From an optimization exercise on the open Yosys and OpenROAD flow, aimed at small area; shortcuts taken in it are not production practice. In this exercise RTL edits were held to simulation tests only and were not proved equivalent to the original. No activity file was given, so power comes from the tool's default toggle rates.

==> flow/design.v (excerpt) <==
module indexed_insert_delete_array_top (
    input  logic                               i_clk,
    input  logic                               i_rst_n,
    input  logic                               i_cfg_valid,
    output logic                               o_cfg_ready,
    input  logic [iida_pkg::CNT_W-1:0]         i_cfg_capacity_limit,
    input  logic                               i_in_valid,
    output logic                               o_in_ready,
    input  logic [2:0]                         i_mode,
    input  logic [iida_pkg::CNT_W-1:0]         i_position,
    input  logic signed [iida_pkg::WORD_W-1:0] i_value,
    output logic                               o_out_valid,
    input  logic                               i_out_ready,
    output logic [1:0]                         o_status,
    output logic signed [iida_pkg::WORD_W-1:0] o_read_word,
    output logic [iida_pkg::CNT_W-1:0]         o_entry_count
);
clock: 5.0 ns
lec_check: 0
cap_margin: 20
core_margin: 2
core_utilization: 40
cts_buf_list: sky130_fd_sc_hd__clkbuf_8
cts_cluster_diameter: 80
cts_cluster_size: 15
slew_margin: 20
synth_hierarchical: 1
synth_minimum_keep_size: 0
run.sh (not shown) runs the stock make flow with config.mk's settings and CLKGATE_MAP_FILE= SYNTH_SCRIPT=/design/flow/synth_recipe.tcl, a recipe that flattens the netlist after the stock synthesis.
Edit:
--- a/flow/design.v
+++ b/flow/design.v
@@ -62,37 +62,14 @@
                 | ({iida_pkg::IDX_W{i_left}}   & i_left_slot)
                 | ({iida_pkg::IDX_W{i_new}}    & i_new_slot)
                 | ({iida_pkg::IDX_W{i_right}}  & i_right_slot)
                 | ({iida_pkg::IDX_W{!i_rst_n}} & iida_pkg::IDX_W'(RESET_SLOT));
     end
     assign o_slot = r_slot;
 endmodule
-module iida_aoi3 (
-    input  logic [2:0] i_a,
-    input  logic [2:0] i_b,
-    output logic       o_y
-);
-    assign o_y = !((i_a[0] && i_b[0]) || (i_a[1] && i_b[1]) || (i_a[2] && i_b[2]));
-endmodule
-module iida_select16 (
-    input  logic [15:0] i_data,
-    input  logic [15:0] i_select,
-    output logic        o_bit
-);
-    logic [5:0] none;
-    for (genvar k = 0; k < 5; k++) begin : g_group
-        iida_aoi3 u_aoi (
-            .i_a (i_data[3*k +: 3]),
-            .i_b (i_select[3*k +: 3]),
-            .o_y (none[k])
-        );
-    end
-    assign none[5] = !(i_data[15] && i_select[15]);
-    assign o_bit   = !(&none);
-endmodule
 module indexed_insert_delete_array_top (
     input  logic                               i_clk,
     input  logic                               i_rst_n,
     input  logic                               i_cfg_valid,
     output logic                               o_cfg_ready,
     input  logic [iida_pkg::CNT_W-1:0]         i_cfg_capacity_limit,
     input  logic                               i_in_valid,
@@ -137,15 +114,14 @@
     logic [D-1:0]             at_pos;
     logic [D-1:0]             from_pos;
     logic [D-1:0]             take_new;
     logic [D-1:0]             take_left;
     logic [D-1:0]             take_right;
     logic [D-1:0]             keep;
     logic [IW-1:0]            pos_slot;
-    logic [D-1:0]             pos_sel;
     logic [IW-1:0]            r_perm [D];
     logic [D-1:0]             slot_we;
     logic signed [iida_pkg::WORD_W-1:0] slot_word [D];
     assign o_cfg_ready = 1'b1;
     assign o_in_ready  = !r_out_valid || i_out_ready;
     assign accept      = i_in_valid && o_in_ready;
     always_comb begin
@@ -218,30 +194,15 @@
         for (int k = 0; k < CW; k++) begin
             all_ones[k+1]  = all_ones[k] && r_count[k];
             all_zeros[k+1] = all_zeros[k] && !r_count[k];
             n_count[k] = r_count[k] ^ ((ins && all_ones[k]) || ((del || drop) && all_zeros[k]));
         end
     end
     assign op_pos   = (i_mode[0] || i_mode[1]) ? i_position[IW-1:0] : r_count[IW-1:0];
-    iida_slot_decode u_pos_decode (
-        .i_slot   (i_position[IW-1:0]),
-        .i_enable (1'b1),
-        .o_select (pos_sel)
-    );
-    for (genvar b = 0; b < IW; b++) begin : g_pos_slot_bit
-        logic [D-1:0] column;
-        for (genvar g = 0; g < D; g++) begin : g_col
-            assign column[g] = r_perm[g][b];
-        end
-        iida_select16 u_select (
-            .i_data   (column),
-            .i_select (pos_sel),
-            .o_bit    (pos_slot[b])
-        );
-    end
+    assign pos_slot = r_perm[i_position[IW-1:0]];
     assign do_ins   = i_rst_n && accept && ins;
     assign do_del   = i_rst_n && accept && del;
     always_comb begin
         for (int i = 0; i < D; i++) begin
             at_pos[i] = (op_pos == IW'(i));
             if (i == 0) begin
                 from_pos[i] = at_pos[i];
@@ -306,22 +267,17 @@
         end
     end
     iida_slot_decode u_rd_decode (
         .i_slot   (r_rd_slot),
         .i_enable (r_rd_ok),
         .o_select (rd_sel)
     );
-    for (genvar b = 0; b < iida_pkg::WORD_W; b++) begin : g_read_bit
-        logic [D-1:0] column;
-        for (genvar g = 0; g < D; g++) begin : g_col
-            assign column[g] = slot_word[g][b];
+    always_comb begin
+        o_read_word = '0;
+        for (int i = 0; i < D; i++) begin
+            o_read_word = o_read_word | (slot_word[i] & {iida_pkg::WORD_W{rd_sel[i]}});
         end
-        iida_select16 u_select (
-            .i_data   (column),
-            .i_select (rd_sel),
-            .o_bit    (o_read_word[b])
-        );
     end
     assign o_out_valid   = r_out_valid;
     assign o_status      = r_status;
     assign o_entry_count = r_count;
 endmodule
Effect: Maximum frequency decreases by 0.38%. Flip-flop and latch count stays the same. Worst setup slack is worse by 17 ps. Die area increases by 3.5%. Worst hold slack got worse by 9.7 ps. Design area is higher by 2.7%. Register-to-register slack is worse by 430 ps. Sequential power is about the same. Synthesized cell count came out higher by 9.0%. Clock skew stays flat. Clock power drops by about 2%. Power rises by 1.2%.

## separate check: timing with driven ports
The results above use ideal ports. As a check the final layouts listed here were re-extracted and re-timed, cells and wires unchanged. Step 1, drivers: a clkbuf_16 drives i_clk and a buf_2 each remaining input, both assumed. Step 2 also shifts input and output timing later by t, the mid clock arrival at the registers, as if the neighbouring blocks saw the same clock. a / b / c = ideal / step 1 / step 2; a / b = the first two.
run	shift t [ns]	slack for setup (ns)	worst hold slack (ns)	worst setup path at the end	slew at the worst register clock pin (ns)
the first run	0.699	0.367 / 0.314 / 0.690	0.507 / 0.507 / 0.507	input to register	0.10 / 0.10
the second run	0.717	0.350 / 0.288 / 0.402	0.497 / 0.497 / 0.497	input to register	0.11 / 0.11
After both steps setup and hold are still met in every run listed.
